This design comes from an exercise in tuning for small area, a short achievable clock period and few clock cycles per item on the open sky130 flow, not from production work.
At most, simulation tests tie the RTL to the original design; equivalence was not proved.
Only the layout flow was run in run 1; the RTL was not checked for function there.
Power is estimated from default activity; no workload was simulated.

==> flow/design.v <==
`default_nettype none
package alu_pkg;
	typedef enum logic [5:0] {
		ADD   = 6'h20,
		ADDI  = 6'h21,
		SUB   = 6'h22,
		NAND  = 6'h23,
		AND   = 6'h24,
		ANDI  = 6'h25,
		SRL   = 6'h26,
		SLL   = 6'h27,
		XOR   = 6'h28,
		NO_OP = 6'h3F
	} alu_op_e;
	typedef enum logic [1:0] {
		IDLE = 2'd0,
		RUN  = 2'd1,
		DONE = 2'd2
	} lane_state_e;
endpackage
`default_nettype wire
`default_nettype none
module alu_exec (
	input  logic                  clk,
	input  logic                  arst_n,
	input  logic                  in_valid,
	input  logic [5:0]            in_op,
	input  logic [32-1:0] in_a,
	input  logic [32-1:0] in_b,
	output logic                  out_valid,
	output logic [32-1:0] out_result,
	output logic                  flag_n,
	output logic                  flag_z,
	output logic                  flag_v
);
	localparam int W = 32;
	logic [3:0] f;
	logic       legal;
	logic       arith;
	logic       sub;
	logic       shift;
	logic       sll;
	logic       lxor;
	logic       land;
	logic [W-1:0] x_d;
	logic [W-1:0] y_d;
	assign f     = in_op[3:0];
	assign legal = in_valid & (in_op[5:4] == 2'b10) & (~f[3] | (f[2:0] == 3'b000));
	assign arith = ~f[3] & ~f[2] & ~(f[1] & f[0]);    
	assign sub   = f[1] & ~f[2] & ~f[0];              
	assign shift = f[2] & f[1];                       
	assign sll   = f[0];                              
	assign lxor  = f[3];                              
	assign land  = f[2] & ~f[1];                      
	logic [W-1:0] ab_x;
	logic [W-1:0] ab_a;
	logic [W-1:0] a_rev;
	logic [W-1:0] a_rev16;
	logic [W-1:0] a_16;
	assign ab_x = in_a ^ in_b;
	assign ab_a = in_a & in_b;
	always_comb begin
		for (int i = 0; i < W; i++)
			a_rev[i] = in_a[W-1-i];
	end
	assign a_16    = in_a >> 16;
	assign a_rev16 = a_rev >> 16;
	logic sel_x;      
	logic sel_xn;     
	logic sel_and;    
	logic sel_nand;   
	logic sel_r0;     
	logic sel_r16;    
	logic sel_l0;     
	logic sel_l16;    
	logic gen_add;    
	logic gen_sub;    
	assign sel_x    = (arith & ~sub) | lxor;
	assign sel_xn   = sub;
	assign sel_and  = land;
	assign sel_nand = ~arith & ~land & ~shift & ~lxor;
	assign sel_r0   = shift & ~sll & ~in_b[4];
	assign sel_r16  = shift & ~sll &  in_b[4];
	assign sel_l0   = shift &  sll & ~in_b[4];
	assign sel_l16  = shift &  sll &  in_b[4];
	assign gen_add  = legal & arith & ~sub;
	assign gen_sub  = legal & sub;
	logic [W-1:0] grp_add;
	logic [W-1:0] grp_sub;
	logic [W-1:0] g_add;
	logic [W-1:0] g_sub;
	assign g_add = ab_a;
	assign g_sub = {in_a[W-1:1] & ~in_b[W-1:1], in_a[0] | ~in_b[0]};
	always_comb begin
		for (int i = 0; i < W; i += 4) begin
			grp_add[i]   = g_add[i];
			grp_add[i+1] = g_add[i+1] | (ab_x[i+1] & g_add[i]);
			grp_add[i+2] = g_add[i+2];
			grp_add[i+3] = g_add[i+3] | (ab_x[i+3] & g_add[i+2])
			             | (ab_x[i+3] & ab_x[i+2] & grp_add[i+1]);
			grp_sub[i]   = g_sub[i];
			grp_sub[i+1] = g_sub[i+1] | (~ab_x[i+1] & g_sub[i]);
			grp_sub[i+2] = g_sub[i+2];
			grp_sub[i+3] = g_sub[i+3] | (~ab_x[i+3] & g_sub[i+2])
			             | (~ab_x[i+3] & ~ab_x[i+2] & grp_sub[i+1]);
		end
	end
	always_comb begin
		x_d = ({W{sel_x}}    &  ab_x)
		    | ({W{sel_xn}}   & ~ab_x)
		    | ({W{sel_and}}  &  ab_a)
		    | ({W{sel_nand}} & ~ab_a)
		    | ({W{sel_r0}}   &  in_a)
		    | ({W{sel_r16}}  &  a_16)
		    | ({W{sel_l0}}   &  a_rev)
		    | ({W{sel_l16}}  &  a_rev16);
		y_d = ({W{gen_add}} & grp_add)
		    | ({W{gen_sub}} & grp_sub);
		x_d[0] = (arith | lxor) ? ab_x[0] : x_d[0];
	end
	logic         s2_valid;
	logic         s2_sel_x;    
	logic         s2_sel_r;    
	logic         s2_sel_l;    
	logic         s2_we;
	logic [W-1:0] s2_x;    
	logic [W-1:0] s2_y;    
	logic [3:0]   s2_s4;   
	logic [3:0]   s2_s1;   
	always_ff @(posedge clk or negedge arst_n) begin
		if (!arst_n)
			s2_valid <= 1'b0;
		else
			s2_valid <= legal;
	end
	always_ff @(posedge clk) begin
		s2_sel_x <= ~shift;
		s2_sel_r <= shift & ~sll;
		s2_sel_l <= shift & sll;
		s2_we    <= legal & ~shift;
		s2_x     <= x_d;
		s2_y     <= y_d;
		s2_s4    <= 4'b0001 << in_b[3:2];
		s2_s1    <= 4'b0001 << in_b[1:0];
	end
	logic [7:0] gq;
	logic [7:0] pq;
	logic [7:0] cq;    
	logic [7:0] gt [0:3];
	logic [7:0] pt [0:3];
	always_comb begin
		for (int q = 0; q < 8; q++) begin
			gq[q] = s2_y[4*q+3];
			pq[q] = &s2_x[4*q +: 4];
		end
		gt[0] = gq;
		pt[0] = pq;
		for (int l = 0; l < 3; l++) begin
			gt[l+1] = gt[l];
			pt[l+1] = pt[l];
			for (int q = 0; q < 8; q++) begin
				if (((q >> l) & 1) == 1) begin
					int j;
					j = ((q >> l) << l) - 1;
					gt[l+1][q] = gt[l][q] | (pt[l][q] & gt[l][j]);
					pt[l+1][q] = pt[l][q] & pt[l][j];
				end
			end
		end
		cq = {gt[3][6:0], 1'b0};
	end
	logic [W-1:0] k0;
	logic [W-1:0] k1;
	logic [W:0]   c;    
	always_comb begin
		for (int q = 0; q < 8; q++) begin
			for (int cin = 0; cin < 2; cin++) begin
				logic [3:0] k;
				k[0] = 1'(cin);
				k[1] = s2_y[4*q]   | (s2_x[4*q] & k[0]);
				k[2] = s2_y[4*q+1] | (s2_x[4*q+1] & s2_x[4*q] & k[0]);
				k[3] = s2_y[4*q+2] | (s2_x[4*q+2] & k[2]);
				if (cin == 0) k0[4*q +: 4] = k;
				else          k1[4*q +: 4] = k;
			end
		end
		for (int i = 0; i < W; i++)
			c[i] = cq[i/4] ? k1[i] : k0[i];
		c[W] = gq[7] | (pq[7] & cq[7]);
	end
	logic [W-1:0] sh4;
	logic [W-1:0] sh1;
	logic [W-1:0] m;
	logic [W-1:0] result;
	always_comb begin
		sh4 = '0;
		sh1 = '0;
		for (int k = 0; k < 4; k++)
			sh4 = sh4 | ({W{s2_s4[k]}} & (s2_x >> (4 * k)));
		for (int k = 0; k < 4; k++)
			sh1 = sh1 | ({W{s2_s1[k]}} & (sh4 >> k));
		for (int i = 0; i < W; i++)
			m[i] = (s2_sel_x & s2_x[i]) | (s2_sel_r & sh1[i]) | (s2_sel_l & sh1[W-1-i]);
	end
	always_comb begin
		for (int i = 0; i < W; i++)
			result[i] = cq[i/4] ? (m[i] ^ k1[i]) : (m[i] ^ k0[i]);
	end
	logic [W-1:0] t;
	logic         z_sum;
	assign t     = s2_x | s2_y;
	assign z_sum = ~s2_x[0] & (s2_x[1] == s2_y[0]) & &(~(s2_x[W-1:2] ^ t[W-2:1]));
	always_ff @(posedge clk or negedge arst_n) begin
		if (!arst_n) begin
			out_valid <= 1'b0;
			flag_n    <= 1'b0;
			flag_z    <= 1'b0;
			flag_v    <= 1'b0;
		end else begin
			out_valid <= s2_valid;
			flag_n <= (s2_we ? m[W-1] : flag_n) ^ c[W-1];
			if (s2_we)
				flag_z <= z_sum;
			flag_v <= (s2_we ? 1'b0 : flag_v) ^ c[W] ^ c[W-1];
		end
	end
	always_ff @(posedge clk) begin
		out_result <= result;
	end
endmodule
`default_nettype wire
==> flow/flow/run.sh <==
#!/bin/bash
# Standard layout with two changes:
# - the port buffers are plain buf_1 cells rather than the delay cells
#   buffer_ports picks by default;
# - clock tree synthesis runs with its standard arguments but without dummy
#   loads.
export BUFFER_PORTS_ARGS="-buffer_cell sky130_fd_sc_hd__buf_1"
export CTS_ARGS="-sink_clustering_enable -repair_clock_nets -buf_list sky130_fd_sc_hd__clkbuf_8 -dont_use_dummy_load"
bash standard.sh > standard.log 2>&1
==> flow/standard.sh <==
#!/bin/bash
# synth_recipe.tcl (not shown) runs the flow's synth.tcl, then flattens the netlist and writes it again
# the make line also repeats each setting of config.mk as NAME=value (left out here)
make -C /OpenROAD-flow-scripts/flow DESIGN_CONFIG=/design/flow/config.mk WORK_HOME=/design/flow/orfs CLKGATE_MAP_FILE= SYNTH_SCRIPT=/design/flow/synth_recipe.tcl "${@:-finish}"
==> flow/config.mk <==
export PLATFORM = sky130hd
export DESIGN_NAME = alu_exec
export DESIGN_NICKNAME = alu_exec
export VERILOG_FILES = /design/flow/design.v
export SDC_FILE = /design/flow/constraint.sdc
export NUM_CORES = 4
export LEC_CHECK = 0
export CAP_MARGIN = 20
export CORE_MARGIN = 2
export CORE_UTILIZATION = 40
export CTS_BUF_LIST = sky130_fd_sc_hd__clkbuf_8
export SETUP_SLACK_MARGIN = 3.4
export SLEW_MARGIN = 20
==> flow/constraint.sdc <==
create_clock -name core_clock -period 5.5 [get_ports {clk}]
set_input_delay 1.1000 -clock core_clock [delete_from_list [all_inputs] [get_ports {clk}]]
set_output_delay 1.1000 -clock core_clock [all_outputs]
set_load 0.01 [all_outputs]
==> results of run 1 <==
[state kept, by name (all words and copies together), names as in the netlist]
register    flops
s2_sel_l        1
s2_y           32
out_valid       1
s2_valid        1
flag_z          1
s2_sel_x        1
flag_n          1
s2_s4           4
flag_v          1
s2_we           1
s2_x           32
s2_sel_r        1
out_result     32
s2_s1           4
[final cells by class]
cell class                      instances  area, sq um  area share (%)
Timing Repair Buffer                  151          927            9.60
Sequential cell                       113         2340            24.3
Inverter                               67          251            2.61
Clock buffer                           17          234            2.42
Multi-Input combinational cell        768         5560            57.6
Tap cell                              270          338            3.50
[power breakdown]
group / internal (mW) / switching (mW)
combinational: 0.283 / 0.387
clock: 0.270 / 0.284
sequential: 0.913 / 0.170
[through the flow]
step	hold slack, ns	total power [mW]	instance area [sq um]	setup WS [ns]	utilization [%]
after floorplan	0.331	1.48	8290	2.91	-
after global placement	0.334	1.69	8660	1.96	42.9
after detailed placement	0.338	1.70	8660	1.86	42.9
after CTS	0.338	2.29	9340	3.27	46.3
after global routing	0.341	2.44	9650	3.21	47.9
final	0.337	2.31	9650	3.23	47.9
[logic make-up (layout without fill, tap and decap cells)]
kind of cell	count (synthesis)	in the layout
buffers and inverters	155	235
AND/OR/NAND/NOR	252	255
XOR/XNOR	55	55
adder cells (fa/ha/maj)	64	64
AO/OA/AOI/OAI	392	392
multiplexers	2	2
flip-flops	113	113
[how the worst max path moves through the flow]
stage	startpoint	end	slack (ns)	cells past startpoint
after floorplan	in_op[2]	s2_y[1]	2.91	7
after global placement	in_op[1]	s2_y[15]	1.96	5
after detailed placement	in_op[1]	s2_x[0]	1.86	5
after CTS	in_op[3]	s2_x[0]	3.27	6
after global routing	in_op[2]	s2_y[27]	3.21	7
final	in_op[2]	s2_y[20]	3.23	9
[per-layer routing]
metal	vias up	wire (um)	track usage, %
met5	-	0	0
met3	103	3280	6.06
li1	4038	-	-
met4	0	1250	12.2
met2	585	14000	43.1
met1	4110	12700	37.1
[worst max-delay path: cells and delay by family]
kind	cells	cell delay, ns
and+or+nand+nor	2	0.33
AOI/OAI and AO/OA	2	0.39
buffers and inverters	5	0.79
[cells in the final DEF, fill, tap and decap left out, drive strengths merged, types with 27 or more instances in the layout]
cell type	instances
dfxtp	108
buf	141
o21ai	66
xor2	28
a22oi	76
nor2	95
a222oi	38
inv	67
a21oi	57
xnor2	27
a221oi	51
nand2	89
a22o	28
ha	64
[repair_timing]
item | 4_1_cts | 5_1_grt
endpoints found under the hold margin | 0 | 0
buffers inserted | 21 | 8
setup endpoints to repair | 86 | 78
resized for setup | 78 | 55
cloned | 6 | 3
pin swaps | 19 | 13
==> flow_metrics.tcl, run 1 <==
set metrics [dict create \
    synth_warnings 3 \
    critical_path_class "in -> reg" \
    grt_use_total_pct 27.7 \
    yosys.area.top_type_share_pct 26.3 \
    synth_fa_ha_area_share_pct 9.76 \
    number_of_cells_after_detailed_placement 1331 \
    drt_wl_total_mm 31.2 \
    synth_simple_gate_area_share_pct 13.6 \
    grt_first_pass_wirelength_mm 46.7 \
    ctsHtreeMaxLevel 4 \
    power_density_mw_per_mm2 239 \
    synthDominantAreaCellType "sky130_fd_sc_hd__dfxtp_1" \
    drive_above_1_share_pct 13.3 \
    synth_cell_count_leaders "sky130_fd_sc_hd__dfxtp_1 (108), sky130_fd_sc_hd__nor2_1 (93), sky130_fd_sc_hd__nand2_1 (89)" \
    number_of_clock_sinks 113 \
    ir_drop_v 0.000111 \
    grt_max_degree 33 \
    max-slew-margin-rel_pct 59.1 \
    worst_setup_hold_path_clk_slew_ns 0.06 \
    post-route-min-period_ns 2.27 \
    instances_no_fill 1386 \
    hold_buffer_count_at_cts 0 \
    post_drt_via_cell_ratio 6.38 \
    min_period_over_period_pct 41.2 \
    placement.io_buffers 108 \
    cts_made_buffers 17 \
    slowest_stage "sky130_fd_sc_hd__buf_6" \
    timing.reg2reg.worst_path_depth 6 \
    die_w_um 147 \
    top_level_ports 109 \
    ys_async_sr_fraction_pct 4.42 \
    worst_r2r_endpoint "flag_v" \
    min_delay_path_depth 0 \
    ctsLongestPathBuffers 2 \
    setup.worst_path.start_class "primary input" \
    worstHoldStart "s2_valid" \
    complex_gate_fraction_of_the_synthesized_area_pct 34.9 \
    synth_most_common_cell "sky130_fd_sc_hd__dfxtp_1" \
    via_count 8836 \
    timing.critical_path.fanout_max 16 \
    fp.dieArea_sq_mm 0.0217 \
    hold_path_end "out_valid" \
    worst-slew-pin-transition_ns 0.614 \
    antenna_violating_nets_post_route 0 \
    postSynthNetCount 1170 \
    grt_antenna_before_repair 0 \
    avgRoutedWirePerCell_um 22.5 \
    first_global_vias 8146 \
    fmaxAchievable_ghz 0.441 \
    finalClockSkew_ns 0.0331 \
    finalHoldViolCount 0 \
    critPathCaptureType "register" \
    area.growth.synth_to_final_pct 17.6 \
    flip_flop_and_latch_count_after_synthesis 113 \
    cts-root-buf "sky130_fd_sc_hd__clkbuf_8" \
    synthFlopType "sky130_fd_sc_hd__dfxtp_1" \
    effective_utilization_at_floorplan_pct 40.7 \
    core_region_area_sq_mm 0.0202 \
    firstDrtPassIters 9 \
    synth.distinct_cells 57 \
    required_ns 5.85 \
    synth_area_per_cell_sq_um 7.94 \
    total_leakage_power_nw 3.88 \
    antenna-diode-count 0 \
    reg_to_reg_critical_path_startpoint "s2_x[20]" \
    dp_hpwl_mm 21.1 \
    post_synth_main_area_contributors "sky130_fd_sc_hd__dfxtp_1 (26%), sky130_fd_sc_hd__ha_1 (9.8%), sky130_fd_sc_hd__a22oi_1 (7.0%), sky130_fd_sc_hd__a221oi_1 (5.4%), sky130_fd_sc_hd__a222oi_1 (4.6%)" \
    die_y_um 147 \
    synth_mux_area_share_pct 0.244 \
    globalRouteOverflowTotal 0 \
    finalWeightedCongestion 0.956 \
    syn-instance-count 1033 \
    status "finished clean" \
    final.fill_count 2054 \
    main_combinational_cell_family_by_area_after_synthesis "compound AO/OA/AOI/OAI gates" \
    maxCapViolCount 0 \
    setup_total_negative_slack_ns 0 \
    critPathArrivalTime_ns 2.62 \
    drc_errors 0 \
    nNetsFinal 1255 \
    ff2ff_setup_slack_ns 3.43 \
    post_synth_instance_area_sq_mm 0.00821 \
    number_of_rows_in_the_core_area 52 \
    drt_first_iter_violations 1512 \
    timing.final.setup_violations 0 \
    worstPathCellList "buf_8 > buf_8 > o31ai_4 > nand4b_1 > buf_6 > buf_4 > nor4_2 > buf_6 > a22o_1" \
    grt_setup_unrepaired "yes" \
    worstHoldPathType "reg -> reg" \
    post_synth_xor_area_fraction_pct 5.87 \
    synth_sequential_area_ratio_pct 27.9 \
    cp_slowest_stage_delay_ns 0.27 \
    source_to_sink_clock_delay_at_the_later_pin_of_the_worst_skew_pair_ns 0.45 \
    synth_edf_count 0 \
    slew_violations 0 \
    clock_tree_from_tritoncts "built" \
]
==> run 2, diff against run 1 <==
--- a/flow/design.v
+++ b/flow/design.v
@@ -119,6 +119,7 @@
 		x_d[0] = (arith | lxor) ? ab_x[0] : x_d[0];
 	end
 	logic         s2_valid;
+	logic         s2_arith;
 	logic         s2_sel_x;    
 	logic         s2_sel_r;    
 	logic         s2_sel_l;    
@@ -134,6 +135,7 @@
 			s2_valid <= legal;
 	end
 	always_ff @(posedge clk) begin
+		s2_arith <= arith;
 		s2_sel_x <= ~shift;
 		s2_sel_r <= shift & ~sll;
 		s2_sel_l <= shift & sll;
@@ -220,7 +222,7 @@
 			out_valid <= s2_valid;
 			flag_n <= (s2_we ? m[W-1] : flag_n) ^ c[W-1];
 			if (s2_we)
-				flag_z <= z_sum;
+				flag_z <= s2_arith ? z_sum : (s2_x == '0);
 			flag_v <= (s2_we ? 1'b0 : flag_v) ^ c[W] ^ c[W-1];
 		end
 	end
==> flow/flow/run.sh (replaced) <==
#!/bin/bash
# Standard layout, with the port buffers made plain buffers rather than
# the delay cells buffer_ports picks by default.
export BUFFER_PORTS_ARGS="-buffer_cell sky130_fd_sc_hd__buf_1"
bash standard.sh > standard.log 2>&1
==> flow_metrics.tcl, run 2 <==
set metrics [dict create \
    design_power_total_mw 2.69 \
    ir_drop_v 0.000126 \
    layout_common_cells "sky130_fd_sc_hd__buf_1 (98), sky130_fd_sc_hd__nor2_1 (77), sky130_fd_sc_hd__dfxtp_1 (72)" \
    setup_total_negative_slack_ns 0 \
    layout.cells.most_common "sky130_fd_sc_hd__buf_1" \
    ys_async_sr_fraction_pct 4.39 \
    finalHoldViolCount 0 \
    layout_top_registers "out_result (32), s2_x (32), s2_y (32)" \
    first_global_vias 8073 \
    number_of_clock_sinks 114 \
    slew_violations 0 \
    synthFlopType "sky130_fd_sc_hd__dfxtp_1" \
    required_ns 4.40 \
    grt_use_total_pct 28.1 \
    die_y_um 147 \
    drt_wl_total_mm 31.5 \
    antenna_violating_nets_post_route 0 \
    worst_path_dominant_cell_family "flip-flops" \
    avgRoutedWirePerCell_um 22.9 \
    relative_contribution_of_sequential_cells_to_total_power_pct 41.6 \
    effective_utilization_at_floorplan_pct 40.7 \
    timing.critical_path.fanout_max 2 \
    finalWeightedCongestion 0.914 \
    post-route-min-period_ns 2.06 \
    drive_above_1_share_pct 13.7 \
    cp_slowest_stage_delay_ns 0.38 \
    maxCapViolCount 0 \
    synth_sequential_area_ratio_pct 28.0 \
    source_to_sink_clock_delay_at_the_later_pin_of_the_worst_skew_pair_ns 0.46 \
    critPathCaptureType "output pin" \
    synth_warnings 3 \
    critPathArrivalTime_ns 0.96 \
    nNetsFinal 1232 \
    combinationalPowerShare_pct 26.1 \
    placement.io_buffers 108 \
    status "finished clean" \
    switchingPower_uw 950 \
    yosys.area.top_type_share_pct 26.5 \
    area.growth.synth_to_final_pct 18.2 \
    number_of_rows_in_the_core_area 52 \
    flip_flop_and_latch_count_after_synthesis 114 \
    fp.dieArea_sq_mm 0.0217 \
    synthDominantAreaCellType "sky130_fd_sc_hd__dfxtp_1" \
    worstHoldPathType "reg -> reg" \
    complex_gate_fraction_of_the_synthesized_area_pct 35.2 \
    clock_network_fraction_of_design_power_pct 32.2 \
    synth_most_common_cell "sky130_fd_sc_hd__dfxtp_1" \
    synth_edf_count 0 \
    ctsLongestPathBuffers 2 \
    grt_max_degree 33 \
    post_synth_main_area_contributors "sky130_fd_sc_hd__dfxtp_1 (27%), sky130_fd_sc_hd__ha_1 (9.7%), sky130_fd_sc_hd__a22oi_1 (5.7%), sky130_fd_sc_hd__a222oi_1 (5.6%), sky130_fd_sc_hd__o21ai_0 (3.9%)" \
    cts_made_buffers 17 \
    worstPathCellList "clkbuf_2" \
    dp_hpwl_mm 21.6 \
    post_drt_via_cell_ratio 6.48 \
    cts-root-buf "sky130_fd_sc_hd__clkbuf_8" \
    synth.distinct_cells 53 \
    worst_setup_hold_path_clk_slew_ns 0.07 \
    main_combinational_cell_family_by_area_after_synthesis "compound AO/OA/AOI/OAI gates" \
    max-slew-margin-rel_pct 53.8 \
    fmaxAchievable_ghz 0.484 \
    die_w_um 147 \
    synth_mux_area_share_pct 1.58 \
    total_leakage_power_nw 3.86 \
    synth_cell_count_leaders "sky130_fd_sc_hd__dfxtp_1 (109), sky130_fd_sc_hd__nor2_1 (84), sky130_fd_sc_hd__clkbuf_1 (72)" \
    hold_buffer_count_at_cts 0 \
    slowest_stage "sky130_fd_sc_hd__dfrtp_1" \
    synth_fa_ha_area_share_pct 9.73 \
    firstDrtPassIters 9 \
    setup.worst_path.start_class "register" \
    grt_setup_unrepaired "yes" \
    timing.final.setup_violations 0 \
    critical_path_class "reg -> out" \
    ctsHtreeMaxLevel 4 \
    antenna-diode-count 0 \
    finalClockSkew_ns 0.0154 \
    synth_area_per_cell_sq_um 8.07 \
    swShare_pct 35.3 \
    fin_worst_hold_slack_ns 0.337 \
    post_synth_instance_area_sq_mm 0.00823 \
    drc_errors 0 \
    internal-power_mw 1.74 \
    worst-slew-pin-transition_ns 0.692 \
    drt_first_iter_violations 1470 \
    synth_simple_gate_area_share_pct 12.1 \
    power_density_mw_per_mm2 277 \
    top_level_ports 109 \
    post_synth_xor_area_fraction_pct 5.85 \
    clock_tree_from_tritoncts "built" \
    crit_buf_inv 1 \
    postSynthNetCount 1156 \
    grt_antenna_before_repair 0 \
    grt_first_pass_wirelength_mm 47.1 \
    core_region_area_sq_mm 0.0202 \
    via_count 8929 \
    syn-instance-count 1019 \
    globalRouteOverflowTotal 0 \
    min_period_over_period_pct 37.5 \
]
[run 2: changes by cell type after synthesis, moves of 9 or more]
cell | before | now
sky130_fd_sc_hd__buf_2 | 31 | 11
sky130_fd_sc_hd__nand2_1 | 89 | 64
sky130_fd_sc_hd__nor2_1 | 93 | 84
sky130_fd_sc_hd__mux2i_1 | 2 | 13
sky130_fd_sc_hd__a22oi_1 | 76 | 63
sky130_fd_sc_hd__a221oi_1 | 51 | 32
sky130_fd_sc_hd__clkbuf_1 | 49 | 72
[run 2: final cells by class]
class                   count  area [sq um]
clock inverters            13           169
flip-flops and latches    114          2380
multi-input cells         750          5570
clock buffers              19           262
inverters                  69           259
repair buffers            143           756
fillers                  1983         10500
well taps                 270           338
[run 2: layer usage]
metal | wire length [um] | vias up | share of wire [%] | global-route usage, %
li1 | - | 4029 | - | -
met1 | 12900 | 4182 | 41 | 37.9
met2 | 13900 | 599 | 44 | 42.6
met3 | 3440 | 119 | 11 | 7.07
met4 | 1350 | 0 | 4.3 | 12.5
met5 | 0 | - | 0 | 0
[run 2: final timing paths]
path	startpoint	to	slack, ns	cells after the start
setup / recovery	flag_z	flag_z	3.44	1
hold / removal	s2_valid	out_valid	0.34	0
setup reg to reg	s2_x[20]	flag_z	3.44	6
hold reg to reg	s2_valid	out_valid	0.34	0
max in group asynchronous	arst_n	s2_valid	4.79	1
min in group asynchronous	arst_n	out_valid	0.48	1
[run 2: power groups by stage]
stage	clock network, mW	registers (mW)	logic [mW]
6_report	0.868	1.12	0.703
5_1_grt	0.925	1.12	0.770
4_1_cts	0.884	1.11	0.656
3_5_place_dp	0	1.12	0.637
3_3_place_gp	0	1.13	0.631
2_1_floorplan	0	0.993	0.526
[run 2: kinds of logic after synthesis]
| family | after synthesis |
|---|---|
| mux | 13 |
| buf+inv | 158 |
| fa+ha+maj | 64 |
| flops | 114 |
| xor+xnor | 55 |
| compound gates | 394 |
| simple gates | 221 |
[run 2: repair_timing]
action                     CTS  global route
gates resized for setup     44            45
gates cloned                 2             1
setup endpoints to repair   97            77
pin swaps                    7            13
buffers inserted            10            18
[run 2: per-stage QoR]
step	instance area (sq um)	setup slack [ns]	utilization, %	cells
after global placement	8800	2.27	43.5	1315
after detailed placement	8800	2.18	43.5	1315
after floorplan	8490	3.30	-	1019
after CTS	9400	3.16	46.5	1359
after global routing	9720	3.39	48.1	1378
final	9720	3.44	48.1	1378
Testbench counts of run 2, summed over its fixed seeds: cycles 16,008, ops 15,552.
==> run 3, diff against run 2 <==
--- a/flow/config.mk
+++ b/flow/config.mk
@@ -11,3 +11,4 @@
 export CTS_BUF_LIST = sky130_fd_sc_hd__clkbuf_8
 export SETUP_SLACK_MARGIN = 3.4
 export SLEW_MARGIN = 20
+export TNS_END_PERCENT = 20
==> flow_metrics.tcl, run 3 <==
set metrics [dict create \
    post_synth_xor_area_fraction_pct 5.85 \
    first_global_vias 8002 \
    syn-instance-count 1019 \
    post-route-min-period_ns 2.07 \
    avgRoutedWirePerCell_um 22.7 \
    critical_path_class "reg -> out" \
    number_of_rows_in_the_core_area 52 \
    critPathArrivalTime_ns 0.97 \
    die_y_um 147 \
    main_combinational_cell_family_by_area_after_synthesis "compound AO/OA/AOI/OAI gates" \
    layout_common_cells "sky130_fd_sc_hd__buf_1 (104), sky130_fd_sc_hd__nor2_1 (78), sky130_fd_sc_hd__dfxtp_1 (74)" \
    dp_hpwl_mm 21.7 \
    total_leakage_power_nw 3.79 \
    synth_area_per_cell_sq_um 8.07 \
    required_ns 4.40 \
    synth.distinct_cells 53 \
    firstDrtPassIters 10 \
    slew_violations 0 \
    cts-root-buf "sky130_fd_sc_hd__clkbuf_8" \
    finalWeightedCongestion 0.909 \
    postSynthNetCount 1156 \
    slowest_stage "sky130_fd_sc_hd__dfrtp_1" \
    ctsHtreeMaxLevel 4 \
    maxCapViolCount 0 \
    fp.dieArea_sq_mm 0.0217 \
    ys_async_sr_fraction_pct 4.39 \
    max-slew-margin-rel_pct 57.6 \
    finalClockSkew_ns 0.0145 \
    synth_mux_area_share_pct 1.58 \
    die_w_um 147 \
    worst_setup_hold_path_clk_slew_ns 0.08 \
    effective_utilization_at_floorplan_pct 40.7 \
    layout.cells.most_common "sky130_fd_sc_hd__buf_1" \
    drive_above_1_share_pct 11.4 \
    grt_use_total_pct 28.1 \
    ctsLongestPathBuffers 2 \
    status "finished clean" \
    clock_tree_from_tritoncts "built" \
    drt_first_iter_violations 1731 \
    top_level_ports 109 \
    drc_errors 0 \
    synth_most_common_cell "sky130_fd_sc_hd__dfxtp_1" \
    setup_total_negative_slack_ns 0 \
    detailed_place.area_sq_mm 0.00874 \
    synth_sequential_area_ratio_pct 28.0 \
    worstPathCellList "buf_1" \
    power_density_mw_per_mm2 277 \
    cts_made_buffers 17 \
    nNetsFinal 1225 \
    synth_cell_count_leaders "sky130_fd_sc_hd__dfxtp_1 (109), sky130_fd_sc_hd__nor2_1 (84), sky130_fd_sc_hd__clkbuf_1 (72)" \
    post_synth_instance_area_sq_mm 0.00823 \
    globalRouteOverflowTotal 0 \
    synthFlopType "sky130_fd_sc_hd__dfxtp_1" \
    flip_flop_and_latch_count_after_synthesis 114 \
    yosys.area.top_type_share_pct 26.5 \
    fmaxAchievable_ghz 0.483 \
    synthDominantAreaCellType "sky130_fd_sc_hd__dfxtp_1" \
    critPathCaptureType "output pin" \
    antenna-diode-count 0 \
    placement.io_buffers 108 \
    worst_path_dominant_cell_family "flip-flops" \
    worstHoldPathType "reg -> reg" \
    finalHoldViolCount 0 \
    ir_drop_v 0.000138 \
    core_region_area_sq_mm 0.0202 \
    source_to_sink_clock_delay_at_the_later_pin_of_the_worst_skew_pair_ns 0.46 \
    timing.final.setup_violations 0 \
    grt_setup_unrepaired "yes" \
    synth_simple_gate_area_share_pct 12.1 \
    timing.critical_path.fanout_max 2 \
    crit_buf_inv 1 \
    finish.utilization_pct 47.4 \
    min_period_over_period_pct 37.7 \
    complex_gate_fraction_of_the_synthesized_area_pct 35.2 \
    synth_warnings 3 \
    area.growth.synth_to_final_pct 16.5 \
    cp_slowest_stage_delay_ns 0.39 \
    grt_max_degree 33 \
    post_synth_main_area_contributors "sky130_fd_sc_hd__dfxtp_1 (27%), sky130_fd_sc_hd__ha_1 (9.7%), sky130_fd_sc_hd__a22oi_1 (5.7%), sky130_fd_sc_hd__a222oi_1 (5.6%), sky130_fd_sc_hd__o21ai_0 (3.9%)" \
    via_count 8801 \
    post_drt_via_cell_ratio 6.42 \
    drt_wl_total_mm 31.1 \
    layout_top_registers "out_result (32), s2_x (32), s2_y (32)" \
    number_of_cells_after_detailed_placement 1317 \
    worst-slew-pin-transition_ns 0.637 \
    grt_first_pass_wirelength_mm 47.0 \
    number_of_clock_sinks 114 \
    layout.cell_area.non_filler_sq_mm 0.00958 \
    antenna_violating_nets_post_route 0 \
    setup.worst_path.start_class "register" \
    instances_no_fill 1371 \
    grt_antenna_before_repair 0 \
    synth_fa_ha_area_share_pct 9.73 \
    synth_edf_count 0 \
]
==> run 3: cell counts after synthesis <==
Identical to the previous run, type by type.
==> run 3: cell type report <==
cell class              instances  area, sq um
inverters                      69          259
repair buffers                137          727
flip-flops and latches        114         2370
clock inverters                15          183
well taps                     270          338
clock buffers                  17          234
fillers                      1982        10700
multi-input cells             749         5470
==> run 3: power by group <==
group          internal [mW]  switching [mW]  total [mW]  leakage [nW]
Combinational          0.298           0.395       0.694          2.61
Clock                  0.452           0.396       0.848         0.205
Sequential             0.924           0.190        1.11         0.974
==> run 3: cell families (layout without fill, tap and decap cells) <==
group                    Yosys count  after routing
AND/OR/NAND/NOR                  221            223
multiplexers                      13             13
XOR/XNOR                          55             55
buffers and inverters            158            238
AO/OA/AOI/OAI                    394            394
adder cells (fa/ha/maj)           64             64
flip-flops                       114            114
==> run 3: stage by stage <==
step | hold slack (ns) | setup WS (ns) | total power [mW]
final | 0.345 | 3.43 | 2.66
after global routing | 0.352 | 3.35 | 2.77
after CTS | 0.346 | 3.26 | 2.61
after detailed placement | 0.335 | 2.21 | 1.76
after global placement | 0.337 | 2.28 | 1.75
after floorplan | 0.331 | 3.30 | 1.51
==> run 3: per-layer routing <==
metal / share of wire (%) / vias to the layer above / track usage [%]
met1: 41 / 4096 / 38.5
met4: 4.5 / 0 / 12.5
met5: 0 / - / 0
met2: 43 / 601 / 42.9
met3: 11 / 97 / 5.37
li1: - / 4007 / -
==> run 3: worst paths after layout <==
check                               from        endpoint  slack, ns  cells past startpoint
worst max register to register   s2_x[5]  out_result[27]       3.43                      6
worst min-delay path            s2_valid       out_valid       0.35                      0
min in group asynchronous         arst_n       out_valid       0.49                      1
worst max-delay path              flag_n          flag_n       3.43                      1
max in group asynchronous         arst_n        s2_valid       4.78                      1
worst min register to register  s2_valid       out_valid       0.35                      0
==> run 3: what timing repair did <==
item,CTS,global route
hold buffers,0,0
resized for setup,25,49
pin swaps,6,6
buffers inserted,9,11
endpoints found under the setup margin,98,91
cloned,2,0
==> run 4, diff against run 3 <==
==> flow/config.mk (replaced) <==
export PLATFORM = sky130hd
export DESIGN_NAME = alu_exec
export DESIGN_NICKNAME = alu_exec
export VERILOG_FILES = /design/flow/design.v
export SDC_FILE = /design/flow/constraint.sdc
export NUM_CORES = 4
export LEC_CHECK = 0
export CAP_MARGIN = 5
export CORE_MARGIN = 2
export CORE_UTILIZATION = 40
export CTS_BUF_LIST = sky130_fd_sc_hd__clkbuf_8
export SETUP_SLACK_MARGIN = 3.4
export SLEW_MARGIN = 5
==> flow_metrics.tcl, run 4 <==
set metrics [dict create \
    status "finished clean" \
    worst_path_dominant_cell_family "flip-flops" \
    grt_use_total_pct 28.1 \
    area.growth.synth_to_final_pct 18.2 \
    min_delay_path_depth 0 \
    ctsLongestPathBuffers 2 \
    number_of_rows_in_the_core_area 52 \
    antenna-diode-count 0 \
    die_w_um 147 \
    postLayoutSetupSlackWorst_ns 3.41 \
    first_global_vias 8073 \
    synth_most_common_cell "sky130_fd_sc_hd__dfxtp_1" \
    finalHoldViolCount 0 \
    synth_cell_count_leaders "sky130_fd_sc_hd__dfxtp_1 (109), sky130_fd_sc_hd__nor2_1 (84), sky130_fd_sc_hd__clkbuf_1 (72)" \
    source_to_sink_clock_delay_at_the_later_pin_of_the_worst_skew_pair_ns 0.46 \
    synth_warnings 3 \
    required_ns 5.88 \
    synth.distinct_cells 53 \
    critical_path_class "reg -> reg" \
    layout_top_registers "out_result (32), s2_x (32), s2_y (32)" \
    reg_to_reg_critical_path_startpoint "s2_x[25]" \
    die_y_um 147 \
    ctsHtreeMaxLevel 4 \
    hold_buffer_count_at_cts 0 \
    grt_antenna_before_repair 0 \
    core_region_area_sq_mm 0.0202 \
    ir_drop_v 0.000128 \
    cts_made_buffers 17 \
    hold_path_end "out_valid" \
    ys_async_sr_fraction_pct 4.39 \
    antenna_violating_nets_post_route 0 \
    fmaxAchievable_ghz 0.478 \
    effective_utilization_at_floorplan_pct 40.7 \
    via_count 8805 \
    drive_above_1_share_pct 13.5 \
    drc_errors 0 \
    max-slew-margin-rel_pct 20.1 \
    nNetsFinal 1232 \
    grt_first_pass_wirelength_mm 47.1 \
    globalRouteOverflowTotal 0 \
    timing.reg2reg.worst_path_depth 5 \
    worst-slew-pin-transition_ns 1.20 \
    layout.cells.most_common "sky130_fd_sc_hd__buf_1" \
    synth_area_per_cell_sq_um 8.07 \
    fp.dieArea_sq_mm 0.0217 \
    flip_flop_and_latch_count_after_synthesis 114 \
    maxCapViolCount 0 \
    slowest_stage "sky130_fd_sc_hd__dfxtp_1" \
    number_of_clock_sinks 114 \
    critPathCaptureType "register" \
    finalWeightedCongestion 0.914 \
    worst_setup_hold_path_clk_slew_ns 0.08 \
    slew_violations 0 \
    crit_buf_inv 0 \
    place_worst_setup_slack_ns 2.18 \
    post-route-min-period_ns 2.09 \
    top_level_ports 109 \
    post_drt_via_cell_ratio 6.39 \
    syn-instance-count 1019 \
    worstPathCellList "and3_1 > a31oi_1 > a21oi_1 > mux2i_1 > xnor2_1" \
    total_leakage_power_nw 3.86 \
    post_synth_instance_area_sq_mm 0.00823 \
    power_density_mw_per_mm2 277 \
    drt_wl_total_mm 31.5 \
    setup_total_negative_slack_ns 0 \
    setup.worst_path.start_class "register" \
    ff2ff_setup_slack_ns 3.41 \
    cp_slowest_stage_delay_ns 0.77 \
    synth_sequential_area_ratio_pct 28.0 \
    finalClockSkew_ns 0.0159 \
    worstHoldPathType "reg -> reg" \
    timing.critical_path.fanout_max 11 \
    timing.final.setup_violations 0 \
    synthFlopType "sky130_fd_sc_hd__dfxtp_1" \
    grt_max_degree 33 \
    firstDrtPassIters 11 \
    cts-root-buf "sky130_fd_sc_hd__clkbuf_8" \
    yosys.area.top_type_share_pct 26.5 \
    grt_setup_unrepaired "yes" \
    synthDominantAreaCellType "sky130_fd_sc_hd__dfxtp_1" \
    post_synth_main_area_contributors "sky130_fd_sc_hd__dfxtp_1 (27%), sky130_fd_sc_hd__ha_1 (9.7%), sky130_fd_sc_hd__a22oi_1 (5.7%), sky130_fd_sc_hd__a222oi_1 (5.6%), sky130_fd_sc_hd__o21ai_0 (3.9%)" \
    placement.io_buffers 108 \
    min_period_over_period_pct 38.0 \
    postSynthNetCount 1156 \
    synth_edf_count 0 \
    worst_r2r_endpoint "flag_v" \
    worstHoldStart "s2_valid" \
    clock_tree_from_tritoncts "built" \
    dp_hpwl_mm 21.6 \
    avgRoutedWirePerCell_um 22.8 \
    critPathArrivalTime_ns 2.47 \
    layout_common_cells "sky130_fd_sc_hd__buf_1 (98), sky130_fd_sc_hd__nor2_1 (77), sky130_fd_sc_hd__dfxtp_1 (74)" \
    drt_first_iter_violations 1476 \
]
-- run 4: cell counts after synthesis --
Identical to the previous run, type by type.
-- run 4: how the worst max path moves through the flow --
| stage | from | endpoint | depth (start not counted) |
|---|---|---|---|
| final | s2_x[25] | flag_v | 5 |
| after global routing | flag_z | flag_z | 1 |
| after CTS | in_op[0] | s2_y[0] | 5 |
| after detailed placement | in_op[1] | s2_x[19] | 7 |
| after global placement | in_op[1] | s2_x[28] | 7 |
| after floorplan | in_op[4] | s2_y[3] | 5 |
-- run 4: cell families (layout without fill, tap and decap cells) --
group / after synthesis / in the layout / synth area share [%]
compound gates: 394 / 394 / 35.2
xor+xnor: 55 / 55 / 5.85
fa+ha+maj: 64 / 64 / 9.73
simple gates: 221 / 224 / 12.1
flops: 114 / 114 / 28.0
mux: 13 / 13 / 1.58
buf+inv: 158 / 244 / 7.47
-- run 4: what timing repair did --
item                                    CTS  global route
pin swaps                                 7            13
buffers inserted                         10            18
cloned                                    2             1
resized for setup                        44            45
endpoints found under the setup margin   97            77
-- run 4: through the flow --
step | std cells | area, sq um | total power [mW] | hold WS (ns) | utilization, %
CTS | 1359 | 9400 | 2.65 | 0.337 | 46.5
floorplan | 1019 | 8490 | 1.52 | 0.331 | -
global route | 1378 | 9720 | 2.82 | 0.348 | 48.0
detailed placement | 1315 | 8800 | 1.76 | 0.337 | 43.5
global placement | 1315 | 8800 | 1.76 | 0.335 | 43.5
finish | 1378 | 9720 | 2.69 | 0.337 | 48.0
-- run 4: per-layer routing --
metal	vias to the layer above	part of all wire (%)	wire length [um]	GRT usage (%)
li1	4028	-	-	-
met1	4107	41	13000	37.9
met2	569	44	13800	42.6
met3	101	11	3450	7.07
met4	0	3.9	1240	12.5
met5	-	0	0	0
-- run 4: cell type report --
type / instances / area, sq um
clock inverter: 13 / 169
clock buffer: 19 / 262
fill: 1980 / 10500
multi-input combinational: 750 / 5570
inverter: 69 / 259
timing repair buffer: 143 / 756
tap: 270 / 338
sequential: 114 / 2370
-- run 4: worst register-to-register path, cell delays in order, from the launching register on --
cell and delay, ns:
sky130_fd_sc_hd__dfxtp_1 0.77, sky130_fd_sc_hd__and3_1 0.32, sky130_fd_sc_hd__a31oi_1 0.22, sky130_fd_sc_hd__a21oi_1 0.32, sky130_fd_sc_hd__mux2i_1 0.25, sky130_fd_sc_hd__xnor2_1 0.14
-- run 4: power by group --
part	switching, mW	internal (mW)
Clock	0.361	0.510
Sequential	0.195	0.924
Combinational	0.395	0.309
Total	0.951	1.74
==> run 5, diff against run 4 <==
==> flow/config.mk (replaced) <==
export PLATFORM = sky130hd
export DESIGN_NAME = alu_exec
export DESIGN_NICKNAME = alu_exec
export VERILOG_FILES = /design/flow/design.v
export SDC_FILE = /design/flow/constraint.sdc
export NUM_CORES = 4
export LEC_CHECK = 0
export CAP_MARGIN = 20
export CORE_MARGIN = 2
export CORE_UTILIZATION = 40
export CTS_BUF_LIST = sky130_fd_sc_hd__clkbuf_4
export SETUP_SLACK_MARGIN = 3.4
export SLEW_MARGIN = 20
==> flow_metrics.tcl, run 5 <==
set metrics [dict create \
    status "finished clean" \
    number_of_rows_in_the_core_area 52 \
    timing.final.setup_violations 0 \
    setup.worst_path.start "flag_z" \
    drive_above_1_share_pct 16.5 \
    first_global_vias 8167 \
    min_period_over_period_pct 39.2 \
    worst-slew-pin-transition_ns 0.705 \
    placement.io_buffers 108 \
    synth_edf_count 0 \
    worstHoldStart "s2_valid" \
    clock_tree_from_tritoncts "built" \
    synthFlopType "sky130_fd_sc_hd__dfxtp_1" \
    post_synth_instance_area_sq_mm 0.00823 \
    maxCapViolCount 0 \
    drc_errors 0 \
    nNetsFinal 1227 \
    synth_warnings 3 \
    drt_wl_total_mm 31.4 \
    die_y_um 147 \
    post_synth_main_area_contributors "sky130_fd_sc_hd__dfxtp_1 (27%), sky130_fd_sc_hd__ha_1 (9.7%), sky130_fd_sc_hd__a22oi_1 (5.7%), sky130_fd_sc_hd__a222oi_1 (5.6%), sky130_fd_sc_hd__o21ai_0 (3.9%)" \
    globalRouteOverflowTotal 0 \
    source_to_sink_clock_delay_at_the_later_pin_of_the_worst_skew_pair_ns 0.55 \
    grt.met2_usage_pct 43.6 \
    fp.dieArea_sq_mm 0.0217 \
    via_count 8818 \
    synth_cell_count_leaders "sky130_fd_sc_hd__dfxtp_1 (109), sky130_fd_sc_hd__nor2_1 (84), sky130_fd_sc_hd__clkbuf_1 (72)" \
    power_density_mw_per_mm2 266 \
    ir_drop_v 0.000109 \
    fmaxAchievable_ghz 0.464 \
    synth_area_per_cell_sq_um 8.07 \
    most_used_layer_global_route "met2" \
    synth_sequential_area_ratio_pct 28.0 \
    grtUsageMet1_pct 37.8 \
    slowest_stage "sky130_fd_sc_hd__dfrtp_1" \
    timing.critical_path.fanout_max 2 \
    avgRoutedWirePerCell_um 22.8 \
    postSynthNetCount 1156 \
    cp_slowest_stage_delay_ns 0.39 \
    setup.worst_path.start_class "register" \
    critical_path_class "reg -> out" \
    finalHoldViolCount 0 \
    worst_setup_hold_path_clk_slew_ns 0.11 \
    critPathCaptureType "output pin" \
    grt_first_pass_wirelength_mm 47.6 \
    synthDominantAreaCellType "sky130_fd_sc_hd__dfxtp_1" \
    layout.cell_area.non_filler_sq_mm 0.00963 \
    reg_to_reg_critical_path_startpoint "s2_x[20]" \
    firstDrtPassIters 9 \
    layout.cells.most_common "sky130_fd_sc_hd__nor2_1" \
    ctsHtreeMaxLevel 4 \
    synth_most_common_cell "sky130_fd_sc_hd__dfxtp_1" \
    layout_top_registers "out_result (32), s2_x (32), s2_y (32)" \
    worst_path_dominant_cell_family "flip-flops" \
    synth.distinct_cells 53 \
    flip_flop_and_latch_count_after_synthesis 114 \
    die_w_um 147 \
    critPathArrivalTime_ns 1.06 \
    ys_async_sr_fraction_pct 4.39 \
    core_region_area_sq_mm 0.0202 \
    finalClockSkew_ns 0.0273 \
    dp_hpwl_mm 21.6 \
    grt_setup_unrepaired "yes" \
    detailed_place.area_sq_mm 0.00880 \
    post-route-min-period_ns 2.16 \
    worstHoldPathType "reg -> reg" \
    drt_first_iter_violations 1354 \
    total_leakage_power_nw 3.88 \
    grt_use_total_pct 28.4 \
    ctsLongestPathBuffers 2 \
    max-slew-margin-rel_pct 52.9 \
    setup_total_negative_slack_ns 0 \
    crit_buf_inv 1 \
    area.growth.synth_to_final_pct 17.0 \
    post_drt_via_cell_ratio 6.42 \
    design_power_total_mw 2.56 \
    effective_utilization_at_floorplan_pct 40.7 \
    number_of_clock_sinks 114 \
    required_ns 4.40 \
    worstPathCellList "clkbuf_2" \
    syn-instance-count 1019 \
    grtUsageMet3_pct 6.98 \
    cts_made_buffers 17 \
    yosys.area.top_type_share_pct 26.5 \
    grt_max_degree 33 \
    cts-root-buf "sky130_fd_sc_hd__clkbuf_4" \
    antenna_violating_nets_post_route 0 \
    layout_common_cells "sky130_fd_sc_hd__nor2_1 (77), sky130_fd_sc_hd__buf_1 (69), sky130_fd_sc_hd__inv_1 (68)" \
    grt_antenna_before_repair 1 \
    finalWeightedCongestion 0.914 \
    top_level_ports 109 \
    slew_violations 0 \
]
[run 5: changes by cell type in the layout (fill, tap and decap cells not counted), moves of 2 or more]
| cell | previous run | this run |
|---|---|---|
| sky130_fd_sc_hd__dfxtp_1 | 74 | 61 |
| sky130_fd_sc_hd__nand2b_1 | 1 | 3 |
| sky130_fd_sc_hd__buf_2 | 0 | 21 |
| sky130_fd_sc_hd__dfxtp_2 | 26 | 39 |
| sky130_fd_sc_hd__clkbuf_4 | 0 | 23 |
| sky130_fd_sc_hd__nand2b_2 | 2 | 0 |
| sky130_fd_sc_hd__inv_1 | 71 | 68 |
| sky130_fd_sc_hd__buf_4 | 28 | 24 |
| sky130_fd_sc_hd__buf_6 | 6 | 15 |
| sky130_fd_sc_hd__clkinv_1 | 0 | 2 |
| sky130_fd_sc_hd__buf_1 | 98 | 69 |
| sky130_fd_sc_hd__clkbuf_8 | 19 | 0 |
| sky130_fd_sc_hd__clkbuf_2 | 7 | 4 |
[run 5: path summary, 6_finish.rpt]
| path | depth (start not counted) | end | slack (ns) |
|---|---|---|---|
| setup / recovery | 1 | flag_z | 3.34 |
| hold / removal | 0 | out_valid | 0.34 |
| setup reg to reg | 6 | flag_z | 3.43 |
| hold reg to reg | 0 | out_valid | 0.34 |
| max in group asynchronous | 1 | s2_valid | 4.87 |
| min in group asynchronous | 1 | out_valid | 0.40 |
[run 5: area by class of cell]
cell class / instances / area [sq um]
multi-input cells: 750 / 5530
fillers: 1986 / 10600
clock inverters: 12 / 165
well taps: 270 / 338
repair buffers: 138 / 796
flip-flops and latches: 114 / 2390
diodes: 1 / 2.50
inverters: 69 / 259
clock buffers: 20 / 150
[run 5: worst reg2reg max path, delay by kind of cell (launching register included)]
| family | cells | cell delay (ns) |
|---|---|---|
| AOI/OAI and AO/OA | 5 | 1.14 |
| and+or+nand+nor | 1 | 0.47 |
| DFF | 1 | 0.39 |
[run 5: metrics by stage]
step | hold slack [ns] | utilization (%) | cells | setup slack, ns
floorplan | 0.331 | - | 1019 | 3.30
finish | 0.342 | 47.6 | 1374 | 3.34
CTS | 0.338 | 46.5 | 1366 | 3.25
detailed placement | 0.337 | 43.5 | 1315 | 2.18
global route | 0.344 | 47.6 | 1374 | 3.27
global placement | 0.335 | 43.5 | 1315 | 2.27
[run 5: metal layers]
metal / share of wire [%] / vias up
li1: - / 4022
met1: 41 / 4120
met3: 11 / 101
met5: 0 / -
met4: 4.3 / 0
met2: 44 / 575
[run 5: power by group]
group	total, mW	leakage (nW)	switching, mW	internal (mW)
sequential	1.12	0.976	0.196	0.926
clock	0.707	0.164	0.337	0.370
combinational	0.729	2.74	0.396	0.333
total	2.56	3.88	0.929	1.63
[run 5: cells by family after synthesis]
family	count (synthesis)	synth area share, %
buffers and inverters	158	7.47
xor gates and xnor gates	55	5.85
AOI/OAI and AO/OA	394	35.2
and+or+nand+nor	221	12.1
adders and majority gates	64	9.73
DFF	114	28.0
muxes	13	1.58
[run 5: timing repair]
item / 4_1_cts / 5_1_grt
resized for setup: 79 / 49
endpoints found under the setup margin: 134 / 100
gates cloned: 3 / 0
hold buffers: 0 / 0
setup buffers: 16 / 7
pin swaps: 7 / 5
==> run 6, diff against run 5 <==
==> flow/flow/run.sh (replaced) <==
#!/bin/bash
# Standard layout, with the port buffers made plain buffers rather than
# the delay cells buffer_ports picks by default.
export BUFFER_PORTS_ARGS="-buffer_cell sky130_fd_sc_hd__buf_2"
bash standard.sh > standard.log 2>&1
--- a/flow/config.mk
+++ b/flow/config.mk
@@ -8,6 +8,5 @@
 export CAP_MARGIN = 20
 export CORE_MARGIN = 2
 export CORE_UTILIZATION = 40
-export CTS_BUF_LIST = sky130_fd_sc_hd__clkbuf_4
 export SETUP_SLACK_MARGIN = 3.4
 export SLEW_MARGIN = 20
==> flow_metrics.tcl, run 6 <==
set metrics [dict create \
    synthDominantAreaCellType "sky130_fd_sc_hd__dfxtp_1" \
    post_drt_via_cell_ratio 6.47 \
    synth_cell_count_leaders "sky130_fd_sc_hd__dfxtp_1 (109), sky130_fd_sc_hd__nor2_1 (84), sky130_fd_sc_hd__clkbuf_1 (72)" \
    firstDrtPassIters 10 \
    critPathCaptureType "register" \
    ctsLongestPathBuffers 2 \
    antenna-diode-count 0 \
    layout_top_registers "out_result (32), s2_x (32), s2_y (32)" \
    synthFlopType "sky130_fd_sc_hd__dfxtp_1" \
    finalClockSkew_ns 0.00979 \
    worst-slew-pin-transition_ns 0.716 \
    cts_made_buffers 17 \
    hold_buffer_count_at_cts 0 \
    setup_total_negative_slack_ns 0 \
    status "finished clean" \
    area.growth.synth_to_final_pct 21.5 \
    worst_setup_hold_path_clk_slew_ns 0.06 \
    combinationalPowerShare_pct 25.0 \
    drive_above_1_share_pct 22.5 \
    fmaxAchievable_ghz 0.487 \
    slew_violations 0 \
    timing.critical_path.fanout_max 6 \
    grt_antenna_before_repair 0 \
    post_synth_main_area_contributors "sky130_fd_sc_hd__dfxtp_1 (27%), sky130_fd_sc_hd__ha_1 (9.7%), sky130_fd_sc_hd__a22oi_1 (5.7%), sky130_fd_sc_hd__a222oi_1 (5.6%), sky130_fd_sc_hd__o21ai_0 (3.9%)" \
    grt_use_total_pct 28.6 \
    wirelength_met1_mm 13.1 \
    die_w_um 147 \
    fp.dieArea_sq_mm 0.0217 \
    post-route-min-period_ns 2.05 \
    grt_first_pass_wirelength_mm 47.6 \
    nNetsFinal 1226 \
    relative_contribution_of_sequential_cells_to_total_power_pct 38.5 \
    min_period_over_period_pct 37.3 \
    clock_network_fraction_of_design_power_pct 36.5 \
    die_y_um 147 \
    source_to_sink_clock_delay_at_the_later_pin_of_the_worst_skew_pair_ns 0.44 \
    timing.final.setup_violations 0 \
    met2_wirelength_mm 14.0 \
    placement.io_buffers 108 \
    routed.top_layer "met4" \
    finalWeightedCongestion 0.939 \
    synth.distinct_cells 53 \
    ir_drop_v 0.000163 \
    critPathArrivalTime_ns 2.41 \
    core_region_area_sq_mm 0.0202 \
    wl_met3_mm 3.23 \
    avgRoutedWirePerCell_um 23.0 \
    effective_utilization_at_floorplan_pct 40.7 \
    setup.worst_path.start "s2_x[22]" \
    grt_setup_unrepaired "yes" \
    cts-root-buf "sky130_fd_sc_hd__clkbuf_16" \
    top_level_ports 109 \
    number_of_rows_in_the_core_area 52 \
    drt_wl_total_mm 31.6 \
    swShare_pct 35.6 \
    drc_errors 0 \
    reg_to_reg_critical_path_startpoint "s2_x[22]" \
    maxCapViolCount 0 \
    finalHoldViolCount 0 \
    via_count 8883 \
    synth_warnings 3 \
    synth_sequential_area_ratio_pct 28.0 \
    antenna_violating_nets_post_route 0 \
    critical_path_class "reg -> reg" \
    first_global_vias 8067 \
    total_leakage_power_nw 4.17 \
    setup.worst_path.start_class "register" \
    worstHoldPathType "reg -> reg" \
    layout_common_cells "sky130_fd_sc_hd__buf_2 (103), sky130_fd_sc_hd__nor2_1 (77), sky130_fd_sc_hd__dfxtp_1 (74)" \
    ctsHtreeMaxLevel 4 \
    switchingPower_mw 1.03 \
    place_worst_setup_slack_ns 2.33 \
    dp_hpwl_mm 21.6 \
    globalRouteOverflowTotal 0 \
    drt_first_iter_violations 1737 \
    worstHoldStart "s2_valid" \
    layout.cells.most_common "sky130_fd_sc_hd__buf_2" \
    internal-power_mw 1.87 \
    flip_flop_and_latch_count_after_synthesis 114 \
    grt_max_degree 37 \
    post_synth_instance_area_sq_mm 0.00823 \
    postLayoutSetupSlackWorst_ns 3.45 \
    max-slew-margin-rel_pct 52.2 \
    ys_async_sr_fraction_pct 4.39 \
    syn-instance-count 1019 \
    yosys.area.top_type_share_pct 26.5 \
    clock_tree_from_tritoncts "built" \
    number_of_clock_sinks 114 \
    postSynthNetCount 1156 \
    synth_most_common_cell "sky130_fd_sc_hd__dfxtp_1" \
    power_density_mw_per_mm2 290 \
    synth_edf_count 0 \
    synth_area_per_cell_sq_um 8.07 \
    required_ns 5.86 \
]
[run 6: cell types whose count changed in the layout (fill, tap and decap cells not counted), sizes merged]
| cell | change |
|---|---|
| buf | +5 |
| bufinv | -3 |
| clkbuf | -9 |
| clkinv | +1 |
| clkinvlp | +3 |
| diode | -1 |
| inv | +2 |
[run 6: path summary, 6_finish.rpt]
path                                   to  slack [ns]  cells past startpoint
hold reg to reg                 out_valid        0.36                      0
max in group asynchronous          flag_n        4.90                      1
hold / removal                  out_valid        0.36                      0
min in group asynchronous          flag_v        0.47                      1
setup reg to reg           out_result[21]        3.45                      7
setup / recovery           out_result[21]        3.45                      7
[run 6: power groups by stage]
stage	clock network, mW	registers, mW	logic [mW]
global route	1.11	1.12	0.789
global placement	0	1.12	0.658
floorplan	0	0.993	0.526
finish	1.06	1.12	0.725
detailed placement	0	1.12	0.663
CTS	1.07	1.10	0.692
[run 6: area by class of cell]
cell class | instances | area [sq um]
tap | 270 | 338
sequential | 114 | 2380
clock buffer | 17 | 425
timing repair buffer | 137 | 873
inverter | 69 | 263
fill | 1935 | 10200
clock inverter | 15 | 135
multi-input combinational | 750 | 5580
[run 6: critical path, stage by stage (launching register included)]
cell and delay [ns]:
sky130_fd_sc_hd__dfxtp_4 0.37, sky130_fd_sc_hd__buf_4 0.17, sky130_fd_sc_hd__a222oi_1 0.32, sky130_fd_sc_hd__buf_4 0.19, sky130_fd_sc_hd__o22ai_1 0.08, sky130_fd_sc_hd__a221o_1 0.32, sky130_fd_sc_hd__a222oi_1 0.33, sky130_fd_sc_hd__xor2_1 0.18
[run 6: kinds of logic (layout without fill, tap and decap cells)]
family / count (synthesis) / in the layout / share of synthesized area, %
compound gates: 394 / 394 / 35.2
simple gates: 221 / 224 / 12.1
buf+inv: 158 / 238 / 7.47
flops: 114 / 114 / 28.0
fa+ha+maj: 64 / 64 / 9.73
xor+xnor: 55 / 55 / 5.85
mux: 13 / 13 / 1.58
[run 6: per-layer routing]
layer  global-route usage (%)  vias to the layer above
met5                        0                        -
met4                     12.1                        0
met3                     4.41                      106
met2                     44.2                      606
met1                     39.8                     4155
li1                         -                     4016
[run 6: repair_timing]
action	4_1_cts	5_1_grt
endpoints found under the setup margin	88	76
buffers inserted	16	8
gates cloned	3	0
resized for setup	41	40
pin swaps	9	11
[run 6: through the flow]
stage	util (%)	total power, mW	hold WS, ns	area (sq um)	std cells
3_3_place_gp	44.1	1.78	0.337	8920	1313
6_report	49.4	2.90	0.355	10000	1372
5_1_grt	49.4	3.02	0.363	10000	1372
3_5_place_dp	44.1	1.78	0.343	8920	1313
2_1_floorplan	-	1.52	0.331	8490	1019
4_1_cts	48.5	2.86	0.356	9810	1364
==> run 7, diff against run 6 <==
--- a/flow/config.mk
+++ b/flow/config.mk
@@ -7,6 +7,7 @@
 export LEC_CHECK = 0
 export CAP_MARGIN = 20
 export CORE_MARGIN = 2
-export CORE_UTILIZATION = 40
+export CORE_UTILIZATION = 50
+export CTS_BUF_LIST = sky130_fd_sc_hd__clkbuf_8
 export SETUP_SLACK_MARGIN = 3.4
 export SLEW_MARGIN = 20
==> flow_metrics.tcl, run 7 <==
set metrics [dict create \
    critical_path_class "reg -> reg" \
    worst_path_dominant_cell_family "compound AO/OA/AOI/OAI gates" \
    syn-instance-count 1019 \
    die_y_um 132 \
    status "finished clean" \
    worstPathCellList "a2bb2oi_2 > a2111o_1 > a211oi_2 > o2111ai_1 > or4_4 > a31oi_4" \
    postSynthNetCount 1156 \
    grt_antenna_before_repair 0 \
    setup_total_negative_slack_ns 0 \
    worstHoldPathType "reg -> reg" \
    critPathArrivalTime_ns 2.50 \
    antenna-diode-count 0 \
    dp_hpwl_mm 21.3 \
    firstDrtPassIters 12 \
    drc_errors 0 \
    globalRouteOverflowTotal 0 \
    final.fill_count 1502 \
    crit_buf_inv 0 \
    cts-root-buf "sky130_fd_sc_hd__clkbuf_8" \
    placement.io_buffers 108 \
    drt_wl_total_mm 31.7 \
    synth_area_per_cell_sq_um 8.07 \
    layout_common_cells "sky130_fd_sc_hd__buf_2 (103), sky130_fd_sc_hd__nor2_1 (77), sky130_fd_sc_hd__dfxtp_1 (75)" \
    yosys.area.top_type_share_pct 26.5 \
    via_count 9049 \
    synth_edf_count 0 \
    critPathCaptureType "register" \
    first_global_vias 7982 \
    slew_violations 0 \
    synth.distinct_cells 53 \
    reg_to_reg_critical_path_startpoint "s2_x[20]" \
    finalClockSkew_ns 0.0168 \
    fmaxAchievable_ghz 0.472 \
    crit_end "flag_z" \
    top_level_ports 109 \
    hold_buffer_count_at_cts 0 \
    source_to_sink_clock_delay_at_the_later_pin_of_the_worst_skew_pair_ns 0.47 \
    cp_num_cells 6 \
    synth_sequential_area_ratio_pct 28.0 \
    setup.worst_path.start "s2_x[20]" \
    synth_warnings 3 \
    place_worst_setup_slack_ns 2.27 \
    synth_cell_count_leaders "sky130_fd_sc_hd__dfxtp_1 (109), sky130_fd_sc_hd__nor2_1 (84), sky130_fd_sc_hd__clkbuf_1 (72)" \
    max-slew-margin-rel_pct 25.4 \
    grt_max_degree 37 \
    number_of_rows_in_the_core_area 46 \
    ff2ff_setup_slack_ns 3.38 \
    post_synth_instance_area_sq_mm 0.00823 \
    post_synth_main_area_contributors "sky130_fd_sc_hd__dfxtp_1 (27%), sky130_fd_sc_hd__ha_1 (9.7%), sky130_fd_sc_hd__a22oi_1 (5.7%), sky130_fd_sc_hd__a222oi_1 (5.6%), sky130_fd_sc_hd__o21ai_0 (3.9%)" \
    timing.critical_path.fanout_max 5 \
    ctsHtreeMaxLevel 4 \
    clock_tree_from_tritoncts "built" \
    flip_flop_and_latch_count_after_synthesis 114 \
    finalWeightedCongestion 0.896 \
    drive_above_1_share_pct 23.2 \
    worst_setup_hold_path_clk_slew_ns 0.08 \
    effective_utilization_at_floorplan_pct 51.4 \
    timing.reg2reg.worst_path_depth 6 \
    synth_most_common_cell "sky130_fd_sc_hd__dfxtp_1" \
    synthDominantAreaCellType "sky130_fd_sc_hd__dfxtp_1" \
    min_period_over_period_pct 38.5 \
    core_region_area_sq_mm 0.0160 \
    finalHoldViolCount 0 \
    avgRoutedWirePerCell_um 23.8 \
    grt_setup_unrepaired "yes" \
    worst_r2r_endpoint "flag_z" \
    total_leakage_power_nw 4.17 \
    worst-slew-pin-transition_ns 1.12 \
    required_ns 5.88 \
    antenna_violating_nets_post_route 0 \
    cp_slowest_stage_delay_ns 0.55 \
    drt_first_iter_violations 1559 \
    die_w_um 132 \
    post-route-min-period_ns 2.12 \
    number_of_clock_sinks 114 \
    ctsLongestPathBuffers 2 \
    post_drt_via_cell_ratio 6.80 \
    synthFlopType "sky130_fd_sc_hd__dfxtp_1" \
    layout.cells.most_common "sky130_fd_sc_hd__buf_2" \
    ir_drop_v 0.000174 \
    power_density_mw_per_mm2 274 \
    postLayoutSetupSlackWorst_ns 3.38 \
    grt_use_total_pct 35.3 \
    fp.dieArea_sq_mm 0.0175 \
    nNetsFinal 1238 \
    timing.final.setup_violations 0 \
    area.growth.synth_to_final_pct 19.6 \
    grt_first_pass_wirelength_mm 47.7 \
    layout_top_registers "out_result (32), s2_x (32), s2_y (32)" \
    maxCapViolCount 0 \
    slowest_stage "sky130_fd_sc_hd__or4_4" \
    cts_made_buffers 17 \
    setup.worst_path.start_class "register" \
    ys_async_sr_fraction_pct 4.39 \
]
[run 7: logic make-up after synthesis]
family | synth area share [%]
multiplexers | 1.58
adder cells (fa/ha/maj) | 9.73
AO/OA/AOI/OAI | 35.2
flip-flops | 28.0
buffers and inverters | 7.47
XOR/XNOR | 5.85
AND/OR/NAND/NOR | 12.1
[run 7: power by group]
part           total [mW]  switching (mW)  internal [mW]
Clock               0.839           0.383          0.456
Sequential           1.12           0.193          0.924
Combinational       0.747           0.412          0.335
[run 7: metrics by stage]
step                      hold slack (ns)  area [sq um]  total power [mW]  utilization, %  std cells
after global routing                0.358          9840              2.80            61.5       1330
after floorplan                     0.331          8490              1.52               -       1019
after CTS                           0.350          9600              2.64            60.0       1317
after detailed placement            0.340          8850              1.78            55.3       1259
after global placement              0.333          8850              1.78            55.3       1259
final                               0.349          9840              2.70            61.5       1330
[run 7: worst min-delay path by stage]
| stage | from | end | slack [ns] | cells after the start |
|---|---|---|---|---|
| after floorplan | s2_valid | out_valid | 0.33 | 0 |
| after global placement | s2_valid | out_valid | 0.33 | 0 |
| after detailed placement | s2_valid | out_valid | 0.34 | 0 |
| after CTS | s2_valid | out_valid | 0.35 | 0 |
| after global routing | s2_valid | out_valid | 0.36 | 0 |
| final | s2_valid | out_valid | 0.35 | 0 |
[run 7: final cells by class]
type	count	area, sq um	area share (%)
sequential	114	2370	24.0
tap	216	270	2.75
multi-input combinational	750	5600	56.9
clock buffer	18	248	2.52
inverter	69	259	2.63
clock inverter	14	164	1.66
timing repair buffer	149	937	9.52
[run 7: per-layer routing]
| layer | up-vias | track usage (%) | part of all wire (%) |
|---|---|---|---|
| met5 | - | 0 | 0 |
| met1 | 4277 | 49.0 | 42 |
| li1 | 4037 | - | - |
| met4 | 0 | 15.2 | 3.9 |
| met2 | 638 | 54.3 | 44 |
| met3 | 97 | 5.84 | 10 |
[run 7: what timing repair did]
action                                  4_1_cts  5_1_grt
setup buffers                                23       13
pin swaps                                    10       10
gates cloned                                  3        0
gates resized for setup                      42       34
endpoints found under the setup margin       88       85

## re-timing with driven ports
No port has a modelled driver above. Below, the same layouts with a new extraction and two added sets of constraints. Step 1 assumes that a clkbuf_16 drives the clock port and a buf_2 every other input. Step 2 moves the port delays by t, midway between the first and last clock arrival at a register: inputs arrive t later, outputs are due t later. That takes back most of the time a late clock gives input paths. Three values: ideal ports, drivers, drivers and shift; two values: the first two.
run	t (ns)	setup slack, ns	worst setup path after step 2	clock arrival spread, ns	worst register clock-pin slew, ns
run 1	0.469	3.232 / 3.182 / 2.714	input to register	0.033 / 0.033	0.08 / 0.08
run 2	0.488	3.436 / 3.397 / 2.971	input to register	0.016 / 0.015	0.08 / 0.08
run 3	0.491	3.428 / 3.387 / 2.959	input to register	0.015 / 0.015	0.08 / 0.08
run 4	0.492	3.408 / 3.393 / 2.967	input to register	0.016 / 0.017	0.08 / 0.08
run 5	0.573	3.345 / 3.305 / 2.840	input to register	0.028 / 0.028	0.12 / 0.12
run 6	0.476	3.447 / 3.413 / 2.998	input to register	0.011 / 0.010	0.06 / 0.06
run 7	0.491	3.382 / 3.374 / 2.992	input to register	0.017 / 0.017	0.08 / 0.08
After both steps every run listed still meets setup and hold. For run 1, which loses most, drivers alone change the setup slack by -0.050 ns; drivers and shift together by -0.518 ns.
